Context: an optimization exercise on an open-source flow, tuned for small area, a short achievable clock period and few clock cycles per item. The choices shown serve that exercise and are no tape-out recipe. RTL that was checked went through simulation tests only; none was proved equivalent to the original. Function not checked in runs 2 and 3: the RTL went through the layout flow alone. No activity file was given, so power comes from the tool's default toggle rates.

==> standard.sh <==
#!/bin/bash
# synth_recipe.tcl (not shown) runs the flow's synth.tcl, then flattens the netlist and writes it again
# the make line also repeats each setting of config.mk as NAME=value (left out here)
make -C /OpenROAD-flow-scripts/flow DESIGN_CONFIG=/design/flow/config.mk WORK_HOME=/design/flow/orfs CLKGATE_MAP_FILE= SYNTH_SCRIPT=/design/flow/synth_recipe.tcl "${@:-finish}"
==> constraint.sdc <==
create_clock -name core_clock -period 5.5 [get_ports {clk}]
set_input_delay 1.1000 -clock core_clock [delete_from_list [all_inputs] [get_ports {clk}]]
set_output_delay 1.1000 -clock core_clock [all_outputs]
set_load 0.01 [all_outputs]
==> config.mk <==
export PLATFORM = sky130hd
export DESIGN_NAME = vadd_pipe_kernel
export DESIGN_NICKNAME = vadd_pipe_kernel
export VERILOG_FILES = /design/flow/design.v
export SDC_FILE = /design/flow/constraint.sdc
export NUM_CORES = 4
export LEC_CHECK = 0
export CAP_MARGIN = 20
export CORE_MARGIN = 2
export CORE_UTILIZATION = 50
export SETUP_SLACK_MARGIN = 2.8
export SLEW_MARGIN = 20
==> design.v <==
module add32 (input logic [31:0] a, input logic [31:0] b, output logic [31:0] s, output logic co);
    logic [31:0] p0, g0;
    assign p0 = a ^ b;
    assign g0 = a & b;
    wire g1_1 = g0[1] | (p0[1] & g0[0]);
    wire g1_3 = g0[3] | (p0[3] & g0[2]);
    wire p1_3 = p0[3] & p0[2];
    wire g1_5 = g0[5] | (p0[5] & g0[4]);
    wire p1_5 = p0[5] & p0[4];
    wire g1_7 = g0[7] | (p0[7] & g0[6]);
    wire p1_7 = p0[7] & p0[6];
    wire g1_9 = g0[9] | (p0[9] & g0[8]);
    wire p1_9 = p0[9] & p0[8];
    wire g1_11 = g0[11] | (p0[11] & g0[10]);
    wire p1_11 = p0[11] & p0[10];
    wire g1_13 = g0[13] | (p0[13] & g0[12]);
    wire p1_13 = p0[13] & p0[12];
    wire g1_15 = g0[15] | (p0[15] & g0[14]);
    wire p1_15 = p0[15] & p0[14];
    wire g1_17 = g0[17] | (p0[17] & g0[16]);
    wire p1_17 = p0[17] & p0[16];
    wire g1_19 = g0[19] | (p0[19] & g0[18]);
    wire p1_19 = p0[19] & p0[18];
    wire g1_21 = g0[21] | (p0[21] & g0[20]);
    wire p1_21 = p0[21] & p0[20];
    wire g1_23 = g0[23] | (p0[23] & g0[22]);
    wire p1_23 = p0[23] & p0[22];
    wire g1_25 = g0[25] | (p0[25] & g0[24]);
    wire p1_25 = p0[25] & p0[24];
    wire g1_27 = g0[27] | (p0[27] & g0[26]);
    wire p1_27 = p0[27] & p0[26];
    wire g1_29 = g0[29] | (p0[29] & g0[28]);
    wire p1_29 = p0[29] & p0[28];
    wire g1_31 = g0[31] | (p0[31] & g0[30]);
    wire p1_31 = p0[31] & p0[30];
    wire g2_2 = g0[2] | (p0[2] & g1_1);
    wire g2_3 = g1_3 | (p1_3 & g1_1);
    wire g2_6 = g0[6] | (p0[6] & g1_5);
    wire p2_6 = p0[6] & p1_5;
    wire g2_7 = g1_7 | (p1_7 & g1_5);
    wire p2_7 = p1_7 & p1_5;
    wire g2_10 = g0[10] | (p0[10] & g1_9);
    wire p2_10 = p0[10] & p1_9;
    wire g2_11 = g1_11 | (p1_11 & g1_9);
    wire p2_11 = p1_11 & p1_9;
    wire g2_14 = g0[14] | (p0[14] & g1_13);
    wire p2_14 = p0[14] & p1_13;
    wire g2_15 = g1_15 | (p1_15 & g1_13);
    wire p2_15 = p1_15 & p1_13;
    wire g2_18 = g0[18] | (p0[18] & g1_17);
    wire p2_18 = p0[18] & p1_17;
    wire g2_19 = g1_19 | (p1_19 & g1_17);
    wire p2_19 = p1_19 & p1_17;
    wire g2_22 = g0[22] | (p0[22] & g1_21);
    wire p2_22 = p0[22] & p1_21;
    wire g2_23 = g1_23 | (p1_23 & g1_21);
    wire p2_23 = p1_23 & p1_21;
    wire g2_26 = g0[26] | (p0[26] & g1_25);
    wire p2_26 = p0[26] & p1_25;
    wire g2_27 = g1_27 | (p1_27 & g1_25);
    wire p2_27 = p1_27 & p1_25;
    wire g2_30 = g0[30] | (p0[30] & g1_29);
    wire p2_30 = p0[30] & p1_29;
    wire g2_31 = g1_31 | (p1_31 & g1_29);
    wire p2_31 = p1_31 & p1_29;
    wire g3_4 = g0[4] | (p0[4] & g2_3);
    wire g3_5 = g1_5 | (p1_5 & g2_3);
    wire g3_6 = g2_6 | (p2_6 & g2_3);
    wire g3_7 = g2_7 | (p2_7 & g2_3);
    wire g3_12 = g0[12] | (p0[12] & g2_11);
    wire p3_12 = p0[12] & p2_11;
    wire g3_13 = g1_13 | (p1_13 & g2_11);
    wire p3_13 = p1_13 & p2_11;
    wire g3_14 = g2_14 | (p2_14 & g2_11);
    wire p3_14 = p2_14 & p2_11;
    wire g3_15 = g2_15 | (p2_15 & g2_11);
    wire p3_15 = p2_15 & p2_11;
    wire g3_20 = g0[20] | (p0[20] & g2_19);
    wire p3_20 = p0[20] & p2_19;
    wire g3_21 = g1_21 | (p1_21 & g2_19);
    wire p3_21 = p1_21 & p2_19;
    wire g3_22 = g2_22 | (p2_22 & g2_19);
    wire p3_22 = p2_22 & p2_19;
    wire g3_23 = g2_23 | (p2_23 & g2_19);
    wire p3_23 = p2_23 & p2_19;
    wire g3_28 = g0[28] | (p0[28] & g2_27);
    wire p3_28 = p0[28] & p2_27;
    wire g3_29 = g1_29 | (p1_29 & g2_27);
    wire p3_29 = p1_29 & p2_27;
    wire g3_30 = g2_30 | (p2_30 & g2_27);
    wire p3_30 = p2_30 & p2_27;
    wire g3_31 = g2_31 | (p2_31 & g2_27);
    wire p3_31 = p2_31 & p2_27;
    wire g4_8 = g0[8] | (p0[8] & g3_7);
    wire g4_9 = g1_9 | (p1_9 & g3_7);
    wire g4_10 = g2_10 | (p2_10 & g3_7);
    wire g4_11 = g2_11 | (p2_11 & g3_7);
    wire g4_12 = g3_12 | (p3_12 & g3_7);
    wire g4_13 = g3_13 | (p3_13 & g3_7);
    wire g4_14 = g3_14 | (p3_14 & g3_7);
    wire g4_15 = g3_15 | (p3_15 & g3_7);
    wire g4_24 = g0[24] | (p0[24] & g3_23);
    wire p4_24 = p0[24] & p3_23;
    wire g4_25 = g1_25 | (p1_25 & g3_23);
    wire p4_25 = p1_25 & p3_23;
    wire g4_26 = g2_26 | (p2_26 & g3_23);
    wire p4_26 = p2_26 & p3_23;
    wire g4_27 = g2_27 | (p2_27 & g3_23);
    wire p4_27 = p2_27 & p3_23;
    wire g4_28 = g3_28 | (p3_28 & g3_23);
    wire p4_28 = p3_28 & p3_23;
    wire g4_29 = g3_29 | (p3_29 & g3_23);
    wire p4_29 = p3_29 & p3_23;
    wire g4_30 = g3_30 | (p3_30 & g3_23);
    wire p4_30 = p3_30 & p3_23;
    wire g4_31 = g3_31 | (p3_31 & g3_23);
    wire p4_31 = p3_31 & p3_23;
    wire g5_16 = g0[16] | (p0[16] & g4_15);
    wire g5_17 = g1_17 | (p1_17 & g4_15);
    wire g5_18 = g2_18 | (p2_18 & g4_15);
    wire g5_19 = g2_19 | (p2_19 & g4_15);
    wire g5_20 = g3_20 | (p3_20 & g4_15);
    wire g5_21 = g3_21 | (p3_21 & g4_15);
    wire g5_22 = g3_22 | (p3_22 & g4_15);
    wire g5_23 = g3_23 | (p3_23 & g4_15);
    wire g5_24 = g4_24 | (p4_24 & g4_15);
    wire g5_25 = g4_25 | (p4_25 & g4_15);
    wire g5_26 = g4_26 | (p4_26 & g4_15);
    wire g5_27 = g4_27 | (p4_27 & g4_15);
    wire g5_28 = g4_28 | (p4_28 & g4_15);
    wire g5_29 = g4_29 | (p4_29 & g4_15);
    wire g5_30 = g4_30 | (p4_30 & g4_15);
    wire g5_31 = g4_31 | (p4_31 & g4_15);
    assign s[0] = p0[0];
    assign s[1] = p0[1] ^ g0[0];
    assign s[2] = p0[2] ^ g1_1;
    assign s[3] = p0[3] ^ g2_2;
    assign s[4] = p0[4] ^ g2_3;
    assign s[5] = p0[5] ^ g3_4;
    assign s[6] = p0[6] ^ g3_5;
    assign s[7] = p0[7] ^ g3_6;
    assign s[8] = p0[8] ^ g3_7;
    assign s[9] = p0[9] ^ g4_8;
    assign s[10] = p0[10] ^ g4_9;
    assign s[11] = p0[11] ^ g4_10;
    assign s[12] = p0[12] ^ g4_11;
    assign s[13] = p0[13] ^ g4_12;
    assign s[14] = p0[14] ^ g4_13;
    assign s[15] = p0[15] ^ g4_14;
    assign s[16] = p0[16] ^ g4_15;
    assign s[17] = p0[17] ^ g5_16;
    assign s[18] = p0[18] ^ g5_17;
    assign s[19] = p0[19] ^ g5_18;
    assign s[20] = p0[20] ^ g5_19;
    assign s[21] = p0[21] ^ g5_20;
    assign s[22] = p0[22] ^ g5_21;
    assign s[23] = p0[23] ^ g5_22;
    assign s[24] = p0[24] ^ g5_23;
    assign s[25] = p0[25] ^ g5_24;
    assign s[26] = p0[26] ^ g5_25;
    assign s[27] = p0[27] ^ g5_26;
    assign s[28] = p0[28] ^ g5_27;
    assign s[29] = p0[29] ^ g5_28;
    assign s[30] = p0[30] ^ g5_29;
    assign s[31] = p0[31] ^ g5_30;
    assign co = g5_31;
endmodule
module vadd_pipe_kernel #(
    parameter int C_DATA_WIDTH = 512,
    parameter int C_LANE_WIDTH = 32,
    parameter int C_STAGES     = 1
) (
    input  logic                    clk,
    input  logic                    reset,
    output logic                    in_ready,
    input  logic                    in_avail,
    input  logic [C_DATA_WIDTH-1:0] in_data,
    input  logic                    out_ready,
    output logic                    out_avail,
    output logic [C_DATA_WIDTH-1:0] out_data,
    input  logic [C_LANE_WIDTH-1:0] cfg_addend,
    input  logic                    cfg_clear,
    output logic [31:0]             beat_count,
    output logic                    ovf_sticky
);
    localparam int N_LANES = C_DATA_WIDTH / C_LANE_WIDTH;
    logic                    valid_q;
    logic [C_DATA_WIDTH-1:0] data_q;
    logic [C_DATA_WIDTH-1:0] lane_result;
    logic [N_LANES-1:0]      lane_carry;
    logic                    load;
    for (genvar i = 0; i < N_LANES; i++) begin : g_lane
        add32 u_add (
            .a (in_data[i*C_LANE_WIDTH +: C_LANE_WIDTH]),
            .b (cfg_addend),
            .s (lane_result[i*C_LANE_WIDTH +: C_LANE_WIDTH]),
            .co(lane_carry[i])
        );
    end
    assign load      = !valid_q || out_ready;
    assign in_ready  = load;
    assign out_avail = valid_q;
    assign out_data  = data_q;
    always_ff @(posedge clk) begin
        if (!reset) valid_q <= 1'b0;
        else if (load) valid_q <= in_avail;
    end
    always_ff @(posedge clk) begin
        if (load) data_q <= lane_result;
    end
    always_ff @(posedge clk) begin
        if (!reset || cfg_clear) begin
            beat_count <= '0;
            ovf_sticky <= 1'b0;
        end else begin
            if (valid_q && out_ready) beat_count <= beat_count + 32'd1;
            if (in_avail && load && (|lane_carry)) ovf_sticky <= 1'b1;
        end
    end
endmodule
==> flow/pins.tcl <==
# Keep the combinational handshake pair (out_ready -> in_ready) side by side.
set_io_pin_constraint -group -order -pin_names {out_ready in_ready}
==> flow/run.sh <==
#!/bin/bash
# Own layout flow: the standard ORFS flow (standard synthesis unchanged), with
#  - every port buffered by a small buffer (buf_1) instead of the default pick,
#  - in_ready and out_ready pins kept next to each other (their path is combinational),
# Each step's full output goes to a log file in the work folder.
set -euo pipefail
W=$(pwd)
bash standard.sh finish \
  "BUFFER_PORTS_ARGS=-buffer_cell sky130_fd_sc_hd__buf_1" \
  "PRE_IO_PLACEMENT_TCL=$W/flow/pins.tcl" \
  "PLACE_PINS_ARGS=-min_distance 1 -min_distance_in_tracks" \
  > "$W/standard.log" 2>&1
==> metrics.md, run 1 <==
| Metric | Value |
|---|---|
| Status | `complete, no violations` |
| Area of the multi-input gates | `0.0241 sq mm` |
| Placer Congestion | `1.01` |
| Largest net degree at the start of global routing | `175` |
| Fin crit period | `3.45 ns` |
| Fill cells | `5576` |
| Die Y | `277 um` |
| IO Port Bufs | `1095` |
| Total global routing overflow | `0` |
| Post-synthesis sequential area ratio | `43.1%` |
| CORE AREA | `0.0742 sq mm` |
| Slew headroom | `15.8%` |
| Leakage | `21.2 nW` |
| H-tree lvl count | `3` |
| Reg2Reg Setup Slack | `3.10 ns` |
| Via count | `35.0k` |
| Tot GR Track Use | `38.4%` |
| Final Max Tran Viols | `0` |
| Max Cap Viol | `0` |
| Hold Crit Class | `reg -> reg` |
| WL/cell | `25.6 um` |
| Share of post-route cells with drive strength above 1 | `22.4%` |
| Critical path arrival | `3.91 ns` |
| Slew at the pin closest to its max-slew limit | `1.25 ns` |
| Sequential Area | `0.0161 sq mm` |
| RSZ-0062 raised after global routing | `true` |
| Die area | `0.0768 sq mm` |
| NetSw | `5.38 mW` |
| Row cnt | `100` |
| # setup viols final | `0` |
| Ys flop type | `edfxtp_1` |
| Synth Warn # | `1` |
| Hold Worst Slack | `0.511 ns` |
| Worst-case vdd ir drop | `0.249 mV` |
| Final Cycle Share | `62.7%` |
| Area Overhead vs Synth | `42.1%` |
| Final wirelength | `155000 um` |
| First-pass GRT wire length | `214000 um` |
| Clock group share of total power | `29.0%` |
| # clock sinks | `546` |
| Vias per cell | `5.79` |
| CP required | `5.97 ns` |
| Clock Latency Late Sink | `0.63 ns` |
| FFs w/ async S/R, synth | `0%` |
| Seq cells post-synth | `546` |
| Drt pass-1 iters | `9` |
| Combinational share of power | `33.6%` |
| Iteration-0 DRC Markers | `2746` |
| Pwr per Cell Area | `298 mW/mm^2` |
| Cell variety after synth | `78` |
| Clk buf depth | `3` |
| Root buf cell | `clkbuf_16` |
| Largest fanout on the critical path | `10` |
| Place WS | `0.786 ns` |
| Number of flops mapped to enable cells by yosys | `512` |
| # DRC | `0` |
| Final ANT Viol Nets | `0` |
| HPWL Detailed | `114000 um` |
| Netlist Area Pre-Place | `0.0373 sq mm` |
| Worst-path clk slew | `0.06 ns` |
| Die Wd | `277 um` |
| Num CTS Buffers | `67` |
| Internal | `10.4 mW` |
| Syn_nets | `4536` |
| Switching Fraction | `34.1%` |
| Initial core utilization | `50.3%` |
| Fmax | `0.290 GHz` |
| Antenna violations before repair | `88` |
| Synthesized area per cell | `10.9 sq um` |
| Endpoints failing hold | `0` |
| Critical Path End Type | `flop` |
| I/O pin cnt | `1096` |
| Critical path class | `in -> reg` |
| Seq pwr share | `37.3%` |
| Nets | `6102` |
| Layout Skew | `0.0206 ns` |
| TritonCTS clock tree | `done` |
| Setup crit start kind | `input port` |
| Vias in the first global route | `33.4k` |
| Setup WS post-layout | `2.05 ns` |
| Mapped Cells | `3410` |
==> sequential cells by signal (all words and copies together) (netlist names) <==
register	flops
ovf_sticky	1
valid_q	1
data_q	512
beat_count	32
==> power groups by stage <==
stage / Sequential, mW / Combinational (mW) / Clock [mW]
global route: 5.94 / 5.64 / 4.79
floorplan: 6.33 / 2.08 / 0
detailed placement: 5.95 / 4.17 / 0
finish: 5.90 / 5.31 / 4.59
global placement: 5.94 / 4.14 / 0
CTS: 5.87 / 4.78 / 4.64
==> cells in the mapped netlist (65+ instances only) <==
cell | number | share of area, %
nor2_1 | 279 | 2.8
o21a_1 | 67 | 1.3
a21oi_1 | 285 | 3.8
nand2_1 | 196 | 2.0
edfxtp_1 | 512 | 41
nor3_1 | 87 | 1.2
fa_1 | 80 | 4.3
o21ai_0 | 116 | 1.6
xor2_1 | 136 | 3.2
inv_1 | 246 | 2.5
ha_1 | 497 | 17
nand3_1 | 65 | 0.87
xnor2_1 | 249 | 5.8
==> placed cells by master, fill, tap and decap left out, types with 25 or more instances in the layout <==
cell,count
a21o_1,53
a21oi_1,183
a21oi_2,73
a21oi_4,31
buf_1,1066
buf_4,193
buf_6,199
clkbuf_16,72
dfxtp_1,34
diode_2,56
edfxtp_1,512
fa_1,32
fa_2,48
ha_1,449
ha_4,46
inv_1,219
inv_2,26
nand2_1,175
nand3_1,56
nand4_1,62
nor2_1,231
nor2_2,41
nor3_1,68
o21a_1,65
o21ai_0,59
o21ai_4,27
o21bai_1,25
xnor2_1,234
xor2_1,127
==> final cells by class <==
type,instances,area share [%]
multi-input cells,2613,45.5
flip-flops and latches,546,30.3
repair buffers,1501,15.7
clock buffers,83,3.49
well taps,969,2.29
inverters,247,1.76
clock inverters,36,0.685
diodes,56,0.264
==> path summary, 6_finish.rpt <==
kind / to / from / cells after the start
setup reg to reg: beat_count[29] / beat_count[6] / 8
hold reg to reg: beat_count[5] / beat_count[5] / 2
setup / recovery: ovf_sticky / cfg_addend[28] / 12
hold / removal: beat_count[5] / beat_count[5] / 2
==> cells by family (layout without fill, tap and decap cells) <==
| logic type | count (synthesis) | in the layout | share of synthesized area, % |
|---|---|---|---|
| and+or+nand+nor | 882 | 883 | 11.3 |
| AOI/OAI and AO/OA | 767 | 767 | 13.0 |
| adders and majority gates | 577 | 577 | 21.0 |
| DFF | 546 | 546 | 43.1 |
| xor gates and xnor gates | 385 | 385 | 9.04 |
| buffers and inverters | 252 | 1867 | 2.54 |
| muxes | 1 | 1 | 0.0268 |
| other | 0 | 56 | 0 |
==> repair_timing <==
item / in CTS / in global routing
pin swaps: 256 / 250
resized for setup: 597 / 320
hold buffers: 0 / 0
endpoints found under the setup margin: 403 / 371
cloned: 4 / 0
buffers inserted: 234 / 118
==> per-layer routing <==
metal  share of wire (%)  vias to the layer above  track usage (%)
li1                    -                    15800                -
met1                  37                    16700             46.1
met2                  42                     1905             55.1
met3                  12                      584             15.7
met4                 8.7                       68             28.7
met5                0.33                        -             1.25
==> critical path, cell delays in order <==
cell and delay (ns):
clkdlybuf4s15_2 0.39, buf_4 0.30, ha_1 0.21, a21oi_1 0.37, o22ai_1 0.15, nor4_1 0.26, nand4_1 0.13, nor4_1 0.32
and3_1 0.20, nand4_1 0.13, nor3_1 0.22, a311oi_1 0.11
==> through the flow <==
| stage | instances | util (%) | setup TNS (ns) | total power [mW] | instance area, sq um |
|---|---|---|---|---|---|
| 6_report | 6051 | 71.4 | 0 | 15.8 | 53000 |
| 5_1_grt | 6033 | 71.4 | 0 | 16.4 | 52900 |
| 4_1_cts | 5877 | 68.1 | 0 | 15.3 | 50500 |
| 3_5_place_dp | 5520 | 58.9 | 0 | 10.1 | 43700 |
| 3_3_place_gp | 5519 | 58.9 | 0 | 10.1 | 43700 |
| 2_1_floorplan | 3410 | - | -0.230 | 8.40 | 38000 |
Testbench counts, summed over its fixed seeds: cycles 18,258, items 16,000.
==> run 2, diff against run 1 <==
--- a/design.v
+++ b/design.v
@@ -208,13 +208,24 @@
     always_ff @(posedge clk) begin
         if (load) data_q <= lane_result;
     end
+    logic [N_LANES-1:0] carry_q;
+    logic               pend_q;
+    logic               sticky_q;
+    logic               sticky_now;
+    assign sticky_now = sticky_q || (pend_q && (|carry_q));
+    assign ovf_sticky = sticky_now;
+    always_ff @(posedge clk) begin
+        carry_q <= lane_carry;
+    end
     always_ff @(posedge clk) begin
         if (!reset || cfg_clear) begin
             beat_count <= '0;
-            ovf_sticky <= 1'b0;
+            sticky_q   <= 1'b0;
+            pend_q     <= 1'b0;
         end else begin
             if (valid_q && out_ready) beat_count <= beat_count + 32'd1;
-            if (in_avail && load && (|lane_carry)) ovf_sticky <= 1'b1;
+            sticky_q <= sticky_now;
+            pend_q   <= in_avail && load;
         end
     end
 endmodule
==> flow/run.sh (replaced) <==
#!/bin/bash
# Own layout flow: the standard ORFS flow with the standard synthesis unchanged, then
#  - every port buffered by a small buffer (buf_1) instead of the default pick,
#  - clock-delay buffers (clkdlybuf4s*) kept out of the resizer's choices after synthesis,
#  - pins placed on adjacent tracks, in_ready and out_ready side by side.
# Each step's full output goes to a log file in the work folder.
set -euo pipefail
W=$(pwd)
bash standard.sh synth > "$W/synth.log" 2>&1
# The platform's own don't-use list (platforms/sky130hd/config.mk).
PLAT_DONT_USE="sky130_fd_sc_hd__probe_p_8 sky130_fd_sc_hd__probec_p_8 sky130_fd_sc_hd__lpflow_bleeder_1 sky130_fd_sc_hd__lpflow_clkbufkapwr_1 sky130_fd_sc_hd__lpflow_clkbufkapwr_16 sky130_fd_sc_hd__lpflow_clkbufkapwr_2 sky130_fd_sc_hd__lpflow_clkbufkapwr_4 sky130_fd_sc_hd__lpflow_clkbufkapwr_8 sky130_fd_sc_hd__lpflow_clkinvkapwr_1 sky130_fd_sc_hd__lpflow_clkinvkapwr_16 sky130_fd_sc_hd__lpflow_clkinvkapwr_2 sky130_fd_sc_hd__lpflow_clkinvkapwr_4 sky130_fd_sc_hd__lpflow_clkinvkapwr_8 sky130_fd_sc_hd__lpflow_decapkapwr_12 sky130_fd_sc_hd__lpflow_decapkapwr_3 sky130_fd_sc_hd__lpflow_decapkapwr_4 sky130_fd_sc_hd__lpflow_decapkapwr_6 sky130_fd_sc_hd__lpflow_decapkapwr_8 sky130_fd_sc_hd__lpflow_inputiso0n_1 sky130_fd_sc_hd__lpflow_inputiso0p_1 sky130_fd_sc_hd__lpflow_inputiso1n_1 sky130_fd_sc_hd__lpflow_inputiso1p_1 sky130_fd_sc_hd__lpflow_inputisolatch_1 sky130_fd_sc_hd__lpflow_isobufsrc_1 sky130_fd_sc_hd__lpflow_isobufsrc_16 sky130_fd_sc_hd__lpflow_isobufsrc_2 sky130_fd_sc_hd__lpflow_isobufsrc_4 sky130_fd_sc_hd__lpflow_isobufsrc_8 sky130_fd_sc_hd__lpflow_isobufsrckapwr_16 sky130_fd_sc_hd__lpflow_lsbuf_lh_hl_isowell_tap_1 sky130_fd_sc_hd__lpflow_lsbuf_lh_hl_isowell_tap_2 sky130_fd_sc_hd__lpflow_lsbuf_lh_hl_isowell_tap_4 sky130_fd_sc_hd__lpflow_lsbuf_lh_isowell_4 sky130_fd_sc_hd__lpflow_lsbuf_lh_isowell_tap_1 sky130_fd_sc_hd__lpflow_lsbuf_lh_isowell_tap_2 sky130_fd_sc_hd__lpflow_lsbuf_lh_isowell_tap_4"
bash standard.sh finish \
  "DONT_USE_CELLS=$PLAT_DONT_USE sky130_fd_sc_hd__clkdlybuf4s15_1 sky130_fd_sc_hd__clkdlybuf4s15_2 sky130_fd_sc_hd__clkdlybuf4s18_1 sky130_fd_sc_hd__clkdlybuf4s18_2 sky130_fd_sc_hd__clkdlybuf4s25_1 sky130_fd_sc_hd__clkdlybuf4s25_2 sky130_fd_sc_hd__clkdlybuf4s50_1 sky130_fd_sc_hd__clkdlybuf4s50_2" \
  "BUFFER_PORTS_ARGS=-buffer_cell sky130_fd_sc_hd__buf_1" \
  "PRE_IO_PLACEMENT_TCL=$W/flow/pins.tcl" \
  "PLACE_PINS_ARGS=-min_distance 1 -min_distance_in_tracks" \
  > "$W/standard.log" 2>&1
==> run 2 against run 1 <==
Effect of this change:
- highest routed layer unchanged
- sequential share of layout area rose by 1.5 points
- largest power group unchanged
- power decreased by 1.4%
- flip-flop and latch count increased by 17
- critical path depth grew 1
- clock power fell by 0.9%
- design area is 2.8% lower
- first-iteration DRC count is 32% lower
- cell count shrank 1.8%
- register-to-register slack worse by 0.05 ns
- synthesized cell count decreased by 7.0%
- worst setup slack worse by 0.24 ns
- critical endpoint is now data_q[318]
- non-clock buffer count is 124 higher
==> metrics.md, run 2 <==
| Metric | Value |
|---|---|
| Seq cells post-synth | `563 (+3.1%)` |
| Status | `complete, no violations` |
| TritonCTS clock tree | `done` |
| CP Launch Point | `cfg_addend[0]` |
| Slowest stage delay, CP | `0.54 ns (+0.15 ns)` |
| Initial core utilization | `50.4% (+0.11 points)` |
| Pwr per Cell Area | `303 mW/mm^2 (+1.5%)` |
| Final Max Tran Viols | `0 (unchanged)` |
| Die Y | `275 um (-0.89%)` |
| Final ANT Viol Nets | `0 (unchanged)` |
| Final Cycle Share | `67.0% (+4.3 points)` |
| H-tree lvl count | `3 (unchanged)` |
| Critical R2R Capture | `beat_count[22]` |
| Share of post-route cells with drive strength above 1 | `22.2% (-0.22 points)` |
| Setup crit start kind | `input port` |
| Area Overhead vs Synth | `40.6%` |
| NetSw | `5.22 mW (-3.0%)` |
| Clock group share of total power | `29.2% (+0.2 points)` |
| CP max stage cell | `a2111o_1` |
| Internal | `10.4 mW (-0.56%)` |
| HPWL Detailed | `107000 um (-5.8%)` |
| Vias in the first global route | `32.2k (-3.5%)` |
| Antenna violations before repair | `95 (+8.0%)` |
| CP required | `5.86 ns (-0.11 ns)` |
| Complex-gate fraction of the synthesized area | `13.1% (+0.074 points)` |
| Via count | `33.3k (-4.9%)` |
| Total global routing overflow | `0 (unchanged)` |
| Clk buf depth | `3 (unchanged)` |
| Synth top area cells | `edfxtp_1, ha_1, xnor2_1, fa_1, xor2_1` |
| Area share of the largest cell type after synthesis | `42.0% (+0.75 points)` |
| Root buf cell | `clkbuf_16` |
| Slew at the pin closest to its max-slew limit | `1.11 ns (-0.138 ns)` |
| Die Wd | `275 um (-0.89%)` |
| Critical Path End Type | `flop` |
| I/O pin cnt | `1096 (unchanged)` |
| Critical path arrival | `4.05 ns (+0.14 ns)` |
| Util after Layout | `70.8% (-0.61 points)` |
| Non-filler cells, final | `5940 (-1.8%)` |
| Leading area contributor after synthesis | `edfxtp_1` |
| Hold_sp | `beat_count[16]` |
| Layout Skew | `0.0289 ns (+0.00833 ns)` |
| Drt pass-1 iters | `6 (-3)` |
| Largest net degree at the start of global routing | `143 (-18%)` |
| FFs w/ async S/R, synth | `0% (unchanged)` |
| Worst-path clk slew | `0.06 ns (about the same)` |
| Row cnt | `99 (-1.0%)` |
| Critical path class | `in -> reg` |
| First-pass GRT wire length | `202000 um (-5.6%)` |
| Count leader, synth | `edfxtp_1` |
| Fill cells | `5631 (+0.99%)` |
| WL/cell | `24.6 um (-3.8%)` |
| Final wirelength | `146000 um (-5.6%)` |
| # setup viols final | `0 (unchanged)` |
| Max Cap Viol | `0 (unchanged)` |
| Tot GR Track Use | `36.9% (-1.5 points)` |
| Top reg by flops | `data_q` |
| Worst R2R Start | `valid_q` |
| Clock Latency Late Sink | `0.62 ns (about the same)` |
| Ys flop type | `edfxtp_1` |
| Placement Cell Area | `0.0431 sq mm (-1.4%)` |
| Fin crit period | `3.68 ns (+0.237 ns)` |
| Commonest non-fill, non-tap cell in the layout | `buf_1` |
| Switching Fraction | `33.5% (-0.56 points)` |
| # DRC | `0 (unchanged)` |
| Hold EP | `beat_count[16]` |
| Worst-case vdd ir drop | `0.304 mV (+22%)` |
| Leakage | `20.8 nW (-1.8%)` |
| Power, Total | `15.6 mW (-1.4%)` |
| IO Port Bufs | `1095 (unchanged)` |
| Hold Path Depth | `2 (unchanged)` |
| Commonest non-fill, non-tap cells in the layout | `buf_1, edfxtp_1, ha_1, xnor2_1, buf_2` |
| Fmax | `0.271 GHz (-6.4%)` |
| Iteration-0 DRC Markers | `1871 (-32%)` |
| Vias per cell | `5.61 (-3.1%)` |
| Area of the multi-input gates | `0.0232 sq mm (-3.6%)` |
| Cell variety after synth | `66 (-15%)` |
| Setup WS post-layout | `1.82 ns (-0.237 ns)` |
| CP top delay family | `compound AO/OA/AOI/OAI gates` |
| # clock sinks | `563 (+3.1%)` |
| Largest fanout on the critical path | `3 (-7)` |
| Largest family of logic cells by synthesized area | `adder cells` |
| Synth Warn # | `1 (unchanged)` |
| Nets | `5990 (-1.8%)` |
| Mapped Cells | `3172 (-7.0%)` |
| Placed Cells | `5277 (-4.4%)` |
| RSZ-0062 raised after global routing | `true` |
| Reg2Reg Setup Slack | `3.05 ns (-0.05 ns)` |
| Fin area | `0.0515 sq mm (-2.8%)` |
| Combinational share of power | `32.5% (-1.1 points)` |
| Synthesized area per cell | `11.5 sq um (+5.6%)` |
| Number of flops mapped to enable cells by yosys | `512 (unchanged)` |
| Cts hold-fix bufs | `0 (unchanged)` |
| Largest register FFs | `512 (unchanged)` |
| Post-synthesis sequential area ratio | `44.8% (+1.7 points)` |
| Post-Synth XOR/XNOR Area | `8.90% (-0.15 points)` |
| Netlist Area Pre-Place | `0.0366 sq mm (-1.8%)` |
| Num CTS Buffers | `69 (+3.0%)` |
| Placer Congestion | `0.974 (-3.3%)` |
| R2R depth | `8 (unchanged)` |
| Slew headroom | `25.9% (+10 points)` |
| Buf/Inv on CP | `3 (+1)` |
| Adder-cell area share of the yosys netlist | `21.4% (+0.38 points)` |
| Sequential Area | `0.0164 sq mm (+2.1%)` |
| CORE AREA | `0.0727 sq mm (-2.0%)` |
| Die area | `0.0754 sq mm (-1.8%)` |
| Syn_nets | `4298 (-5.2%)` |
| Mux cell area share after synthesis | `0.0273% (+0.00049 points)` |
| Most frequent cells after synthesis | `edfxtp_1, ha_1, nor2_1` |
| Place WS | `0.719 ns (-0.0667 ns)` |
| Seq pwr share | `38.3% (+1.0 points)` |
| Hold Crit Class | `reg -> reg` |
| Top flop regs | `data_q x512, beat_count x32, carry_q x16` |
| Simple-Gate Fraction of Synth Area | `10.3% (-1.1 points)` |
| Endpoints failing hold | `0 (unchanged)` |
| Cells along the critical path | `clkbuf_16 -> buf_2 -> ha_4 -> fa_2 -> a21o_1 -> a211oi_2 -> a211oi_2 -> a2111o_1 -> a22o_1 -> a41o_1 -> o41a_1 -> buf_2 -> xor2_1` |
run 2: cell types whose count changed after synthesis, moves of 12 or more:
cell | before | now
and3_1 | 23 | 35
a21oi_1 | 285 | 204
nor3_1 | 87 | 66
dfxtp_1 | 34 | 51
a21o_1 | 55 | 145
nand2_1 | 196 | 118
o21a_1 | 67 | 54
inv_1 | 246 | 147
run 2: power groups by stage:
stage | Combinational [mW] | Sequential, mW | Clock, mW
floorplan | 1.97 | 6.45 | 0
global placement | 4.06 | 6.01 | 0
detailed placement | 4.07 | 6.03 | 0
CTS | 4.56 | 5.96 | 4.61
global route | 5.40 | 6.03 | 4.77
finish | 5.06 | 5.97 | 4.55
run 2: per-stage QoR:
step / TNS [ns] / hold slack [ns]
final: 0 / 0.505
after global routing: 0 / 0.545
after CTS: 0 / 0.502
after detailed placement: 0 / 0.492
after global placement: 0 / 0.488
after floorplan: -0.228 / 0.504
run 2: tightest hold or removal path: cells and delay by family (launching register included):
family         cells  cell delay [ns]
flip-flops         1             0.33
AO/OA/AOI/OAI      2             0.13
run 2: metal layers:
layer	up-vias	part of all wire (%)	GRT usage [%]
met4	76	8.4	27.8
li1	15300	-	-
met1	15800	36	41.2
met3	524	13	17.4
met2	1585	43	54.7
met5	-	0.38	1.00
run 2: final cells by class:
class	count	share of cell area [%]
clock buffers	97	3.92
clock inverters	29	0.399
flip-flops and latches	563	31.9
repair buffers	1625	15.0
inverters	147	1.08
well taps	959	2.33
diodes	62	0.301
multi-input cells	2458	45.1
run 2: how the worst max path moves through the flow:
stage / to / slack (ns) / cells after the start
after detailed placement: data_q[223] / 0.72 / 12
after global routing: data_q[157] / 1.77 / 15
after global placement: data_q[319] / 0.76 / 11
after floorplan: in_ready / -0.23 / 1
after CTS: data_q[319] / 1.89 / 12
final: data_q[318] / 1.82 / 13
run 2: repair_timing:
action,4_1_cts,5_1_grt
setup buffers,346,126
gates cloned,3,0
setup endpoints to repair,477,442
resized for setup,531,424
pin swaps,292,297
run 2: kinds of logic (layout without fill, tap and decap cells):
| family | Yosys count | count (layout) |
|---|---|---|
| DFF | 563 | 563 |
| xor gates and xnor gates | 372 | 372 |
| AOI/OAI and AO/OA | 732 | 732 |
| adders and majority gates | 577 | 577 |
| and+or+nand+nor | 774 | 776 |
| muxes | 1 | 1 |
| buffers and inverters | 153 | 1898 |
| other | 0 | 62 |
==> run 3, diff against run 2 <==
--- a/flow/run.sh
+++ b/flow/run.sh
@@ -11,6 +11,7 @@
 PLAT_DONT_USE="sky130_fd_sc_hd__probe_p_8 sky130_fd_sc_hd__probec_p_8 sky130_fd_sc_hd__lpflow_bleeder_1 sky130_fd_sc_hd__lpflow_clkbufkapwr_1 sky130_fd_sc_hd__lpflow_clkbufkapwr_16 sky130_fd_sc_hd__lpflow_clkbufkapwr_2 sky130_fd_sc_hd__lpflow_clkbufkapwr_4 sky130_fd_sc_hd__lpflow_clkbufkapwr_8 sky130_fd_sc_hd__lpflow_clkinvkapwr_1 sky130_fd_sc_hd__lpflow_clkinvkapwr_16 sky130_fd_sc_hd__lpflow_clkinvkapwr_2 sky130_fd_sc_hd__lpflow_clkinvkapwr_4 sky130_fd_sc_hd__lpflow_clkinvkapwr_8 sky130_fd_sc_hd__lpflow_decapkapwr_12 sky130_fd_sc_hd__lpflow_decapkapwr_3 sky130_fd_sc_hd__lpflow_decapkapwr_4 sky130_fd_sc_hd__lpflow_decapkapwr_6 sky130_fd_sc_hd__lpflow_decapkapwr_8 sky130_fd_sc_hd__lpflow_inputiso0n_1 sky130_fd_sc_hd__lpflow_inputiso0p_1 sky130_fd_sc_hd__lpflow_inputiso1n_1 sky130_fd_sc_hd__lpflow_inputiso1p_1 sky130_fd_sc_hd__lpflow_inputisolatch_1 sky130_fd_sc_hd__lpflow_isobufsrc_1 sky130_fd_sc_hd__lpflow_isobufsrc_16 sky130_fd_sc_hd__lpflow_isobufsrc_2 sky130_fd_sc_hd__lpflow_isobufsrc_4 sky130_fd_sc_hd__lpflow_isobufsrc_8 sky130_fd_sc_hd__lpflow_isobufsrckapwr_16 sky130_fd_sc_hd__lpflow_lsbuf_lh_hl_isowell_tap_1 sky130_fd_sc_hd__lpflow_lsbuf_lh_hl_isowell_tap_2 sky130_fd_sc_hd__lpflow_lsbuf_lh_hl_isowell_tap_4 sky130_fd_sc_hd__lpflow_lsbuf_lh_isowell_4 sky130_fd_sc_hd__lpflow_lsbuf_lh_isowell_tap_1 sky130_fd_sc_hd__lpflow_lsbuf_lh_isowell_tap_2 sky130_fd_sc_hd__lpflow_lsbuf_lh_isowell_tap_4"
 bash standard.sh finish \
   "DONT_USE_CELLS=$PLAT_DONT_USE sky130_fd_sc_hd__clkdlybuf4s15_1 sky130_fd_sc_hd__clkdlybuf4s15_2 sky130_fd_sc_hd__clkdlybuf4s18_1 sky130_fd_sc_hd__clkdlybuf4s18_2 sky130_fd_sc_hd__clkdlybuf4s25_1 sky130_fd_sc_hd__clkdlybuf4s25_2 sky130_fd_sc_hd__clkdlybuf4s50_1 sky130_fd_sc_hd__clkdlybuf4s50_2" \
+  "MATCH_CELL_FOOTPRINT=0" \
   "BUFFER_PORTS_ARGS=-buffer_cell sky130_fd_sc_hd__buf_1" \
   "PRE_IO_PLACEMENT_TCL=$W/flow/pins.tcl" \
   "PLACE_PINS_ARGS=-min_distance 1 -min_distance_in_tracks" \
--- a/config.mk
+++ b/config.mk
@@ -8,5 +8,6 @@
 export CAP_MARGIN = 20
 export CORE_MARGIN = 2
 export CORE_UTILIZATION = 50
+export CTS_BUF_LIST = sky130_fd_sc_hd__clkbuf_4 sky130_fd_sc_hd__clkbuf_8
 export SETUP_SLACK_MARGIN = 2.8
 export SLEW_MARGIN = 20
==> run 3 against run 2 <==
Effect of this change:
- still clean on timing, DRC and antenna
- non-clock buffer count up 1
- sequential power about the same
- first-iteration DRC count up 1.1%
- die area unchanged
==> metrics.md, run 3 <==
| Metric | Value |
|---|---|
| Hold Worst Slack | `0.499 ns (-0.00580 ns)` |
| Critical path class | `in -> reg` |
| Synthesized area per cell | `11.5 sq um (unchanged)` |
| # clock sinks | `563 (unchanged)` |
| Most frequent cells after synthesis | `edfxtp_1, ha_1, nor2_1` |
| Pwr per Cell Area | `295 mW/mm^2 (-2.4%)` |
| Largest net degree at the start of global routing | `143 (unchanged)` |
| Layout Skew | `0.0271 ns (-0.00181 ns)` |
| RSZ-0062 raised after global routing | `true` |
| Cells along the critical path | `buf_16 -> buf_2 -> buf_8 -> buf_8 -> ha_4 -> fa_2 -> a21o_1 -> a41o_1 -> buf_1 -> buf_1 -> buf_1 -> buf_1 -> buf_2 -> o21ai_2 -> nand2_2 -> a21boi_4 -> nor2b_4 -> o21a_1 -> nor2_1 -> xnor2_1` |
| Final wirelength | `147000 um (+0.41%)` |
| Worst-case vdd ir drop | `0.238 mV (-22%)` |
| Vias in the first global route | `32.3k (+0.30%)` |
| # DRC | `0 (unchanged)` |
| Slowest stage delay, CP | `0.38 ns (-0.16 ns)` |
| Fmax | `0.282 GHz (+4.1%)` |
| Critical Path End Type | `flop` |
| Num CTS Buffers | `104 (+51%)` |
| Slew headroom | `28.9% (+3.0 points)` |
| Final Cycle Share | `64.4% (-2.6 points)` |
| Largest fanout on the critical path | `4 (+1)` |
| Count leader, synth | `edfxtp_1` |
| Final Max Tran Viols | `0 (unchanged)` |
| Mapped Cells | `3172 (unchanged)` |
| Hold_sp | `beat_count[16]` |
| Clk buf depth | `3 (unchanged)` |
| Worst-path clk slew | `0.06 ns (about the same)` |
| Placed Cells | `5277 (unchanged)` |
| Setup crit start kind | `input port` |
| Non-filler cells, final | `6004 (+1.1%)` |
| Vias per cell | `5.58 (-0.51%)` |
| Netlist Area Pre-Place | `0.0366 sq mm (unchanged)` |
| CORE AREA | `0.0727 sq mm (unchanged)` |
| R2R depth | `8 (unchanged)` |
| Die Y | `275 um (unchanged)` |
| I/O pin cnt | `1096 (unchanged)` |
| Antenna violations before repair | `93 (-2.1%)` |
| # setup viols final | `0 (unchanged)` |
| Largest register FFs | `512 (unchanged)` |
| HPWL Detailed | `107000 um (unchanged)` |
| Initial core utilization | `50.4% (unchanged)` |
| First-pass GRT wire length | `203000 um (+0.46%)` |
| Top reg by flops | `data_q` |
| Buf/Inv on CP | `9 (+6)` |
| Final ANT Viol Nets | `0 (unchanged)` |
| Via count | `33.5k (+0.56%)` |
| Fin crit period | `3.54 ns (-0.143 ns)` |
| Commonest non-fill, non-tap cell in the layout | `buf_1` |
| Top flop regs | `data_q x512, beat_count x32, carry_q x16` |
| Share of post-route cells with drive strength above 1 | `22.8% (+0.68 points)` |
| Endpoints failing hold | `0 (unchanged)` |
| Area Overhead vs Synth | `40.2%` |
| TritonCTS clock tree | `done` |
| Drt pass-1 iters | `6 (unchanged)` |
| Synth top area cells | `edfxtp_1, ha_1, xnor2_1, fa_1, xor2_1` |
| Hold Crit Class | `reg -> reg` |
| IO Port Bufs | `1095 (unchanged)` |
| Critical R2R Capture | `beat_count[22]` |
| CP required | `5.95 ns (+0.09 ns)` |
| Area of the multi-input gates | `0.0233 sq mm (about the same)` |
| Clock Latency Late Sink | `0.73 ns (+0.11 ns)` |
| Iteration-0 DRC Markers | `1892 (+1.1%)` |
| Fill cells | `5685 (+0.96%)` |
| Syn_nets | `4298 (unchanged)` |
| CP top delay family | `compound AO/OA/AOI/OAI gates` |
| Tot GR Track Use | `37.1% (+0.21 points)` |
| CP Launch Point | `cfg_addend[0]` |
| Commonest non-fill, non-tap cells in the layout | `buf_1, edfxtp_1, ha_1, xnor2_1, nor2_1` |
| Cell variety after synth | `66 (unchanged)` |
| Nets | `6026 (+0.60%)` |
| Max Cap Viol | `0 (unchanged)` |
| Crit path depth | `20 (+7)` |
| Status | `complete, no violations` |
| Die area | `0.0754 sq mm (unchanged)` |
| Number of flops mapped to enable cells by yosys | `512 (unchanged)` |
| Placer Congestion | `0.974 (unchanged)` |
| Critical path arrival | `4.00 ns (-0.05 ns)` |
| CP most frequent cell | `buf_1` |
| Total global routing overflow | `0 (unchanged)` |
| H-tree lvl count | `3 (unchanged)` |
| Synth Warn # | `1 (unchanged)` |
| Worst R2R Start | `valid_q` |
| WL/cell | `24.5 um (-0.66%)` |
| Root buf cell | `clkbuf_8` |
| Sequential Area | `0.0164 sq mm (about the same)` |
| Reg2Reg Setup Slack | `3.07 ns (+0.02 ns)` |
| Leakage | `20.8 nW (-0.14%)` |
| Area share of the largest cell type after synthesis | `42.0% (unchanged)` |
| FFs w/ async S/R, synth | `0% (unchanged)` |
| Seq cells post-synth | `563 (unchanged)` |
| Post-synthesis sequential area ratio | `44.8% (unchanged)` |
| CP Capture Point | `data_q[398]` |
| CP max stage cell | `fa_2` |
| Row cnt | `99 (unchanged)` |
| Power, Total | `15.2 mW (-2.6%)` |
| Die Wd | `275 um (unchanged)` |
| Slew at the pin closest to its max-slew limit | `1.07 ns (-0.0446 ns)` |
| Ys flop type | `edfxtp_1` |
| Leading area contributor after synthesis | `edfxtp_1` |
-- run 3: worst reg2reg max path, cell delays in order (launching register included) --
cell and delay (ns):
dfxtp_2 0.56, and3_1 0.23, and3_1 0.24, nand3_1 0.17
or2_2 0.39, nor3_1 0.38, nand3_1 0.15, xor2_1 0.15
nor2_1 0.05
-- run 3: cells by family after synthesis --
logic type | count (synthesis) | synth area share, %
DFF | 563 | 44.8
xor gates and xnor gates | 372 | 8.90
muxes | 1 | 0.0273
buffers and inverters | 153 | 1.57
and+or+nand+nor | 774 | 10.3
AOI/OAI and AO/OA | 732 | 13.1
adders and majority gates | 577 | 21.4
-- run 3: metrics by stage --
step	setup TNS (ns)	worst slack [ns]	cell area [sq um]	util, %
4_1_cts	0	2.09	49300	67.8
6_report	0	1.96	51300	70.6
2_1_floorplan	-0.228	-0.228	37400	-
3_5_place_dp	0	0.719	43100	59.3
3_3_place_gp	0	0.761	43100	59.3
5_1_grt	0	1.92	51300	70.6
-- run 3: repair_timing --
item                       in CTS  in global routing
resized for setup             711                359
pin swaps                     316                269
cloned                          3                  0
setup buffers                 357                116
setup endpoints to repair     428                418
hold buffers                    0                  0
-- run 3: worst min path at each step --
stage | to | cells past startpoint
after global routing | beat_count[18] | 2
after CTS | beat_count[16] | 2
final | beat_count[16] | 2
after global placement | beat_count[16] | 2
after floorplan | beat_count[1] | 2
after detailed placement | beat_count[16] | 2
-- run 3: power breakdown --
| group | internal, mW | switching, mW | leakage [nW] |
|---|---|---|---|
| registers | 5.70 | 0.269 | 5.71 |
| clock network | 2.25 | 1.88 | 1.10 |
| logic | 2.01 | 3.06 | 14.0 |
-- run 3: layout make-up --
cell class              instances  share of cell area (%)
inverters                     147                    1.08
repair buffers               1626                    15.0
clock buffers                 153                    3.64
multi-input cells            2458                    45.3
well taps                     959                    2.34
diodes                         63                   0.307
clock inverters                35                   0.400
flip-flops and latches        563                    31.9
-- run 3: routing by layer --
| layer | global-route usage [%] | wire length [um] |
|---|---|---|
| met5 | 0.251 | 454 |
| met4 | 28.4 | 11800 |
| met3 | 18.2 | 18700 |
| met2 | 54.0 | 63400 |
| met1 | 41.7 | 52500 |

## afterwards: timing with drivers on the ports
No port has a modelled driver above. Below, the same layouts with a new extraction and two added sets of constraints.
Step 1 (the two cells are an assumption about what drives the block):
set clk [get_ports {clk}]
set_driving_cell -lib_cell sky130_fd_sc_hd__clkbuf_16 $clk
set_driving_cell -lib_cell sky130_fd_sc_hd__buf_2 [delete_from_list [all_inputs] $clk]
Step 2 also shifts input and output timing later by t, the mid clock arrival at the registers, as if the neighbouring blocks saw the same clock.
Slacks: no drivers / after step 1 / after step 2; pairs: no drivers / after step 1.
| run | t (ns) | slack for setup (ns) | worst setup path after step 2 |
|---|---|---|---|
| run 1 | 0.681 | 2.052 / 2.079 / 1.397 | input to register |
| run 2 | 0.677 | 1.816 / 1.837 / 1.160 | input to register |
| run 3 | 0.776 | 1.959 / 1.959 / 1.183 | input to register |
After both steps setup and hold are still met in every run listed. The setup slack of run 3, which loses most, moves by 0.000 ns with the drivers and by -0.776 ns with both steps.
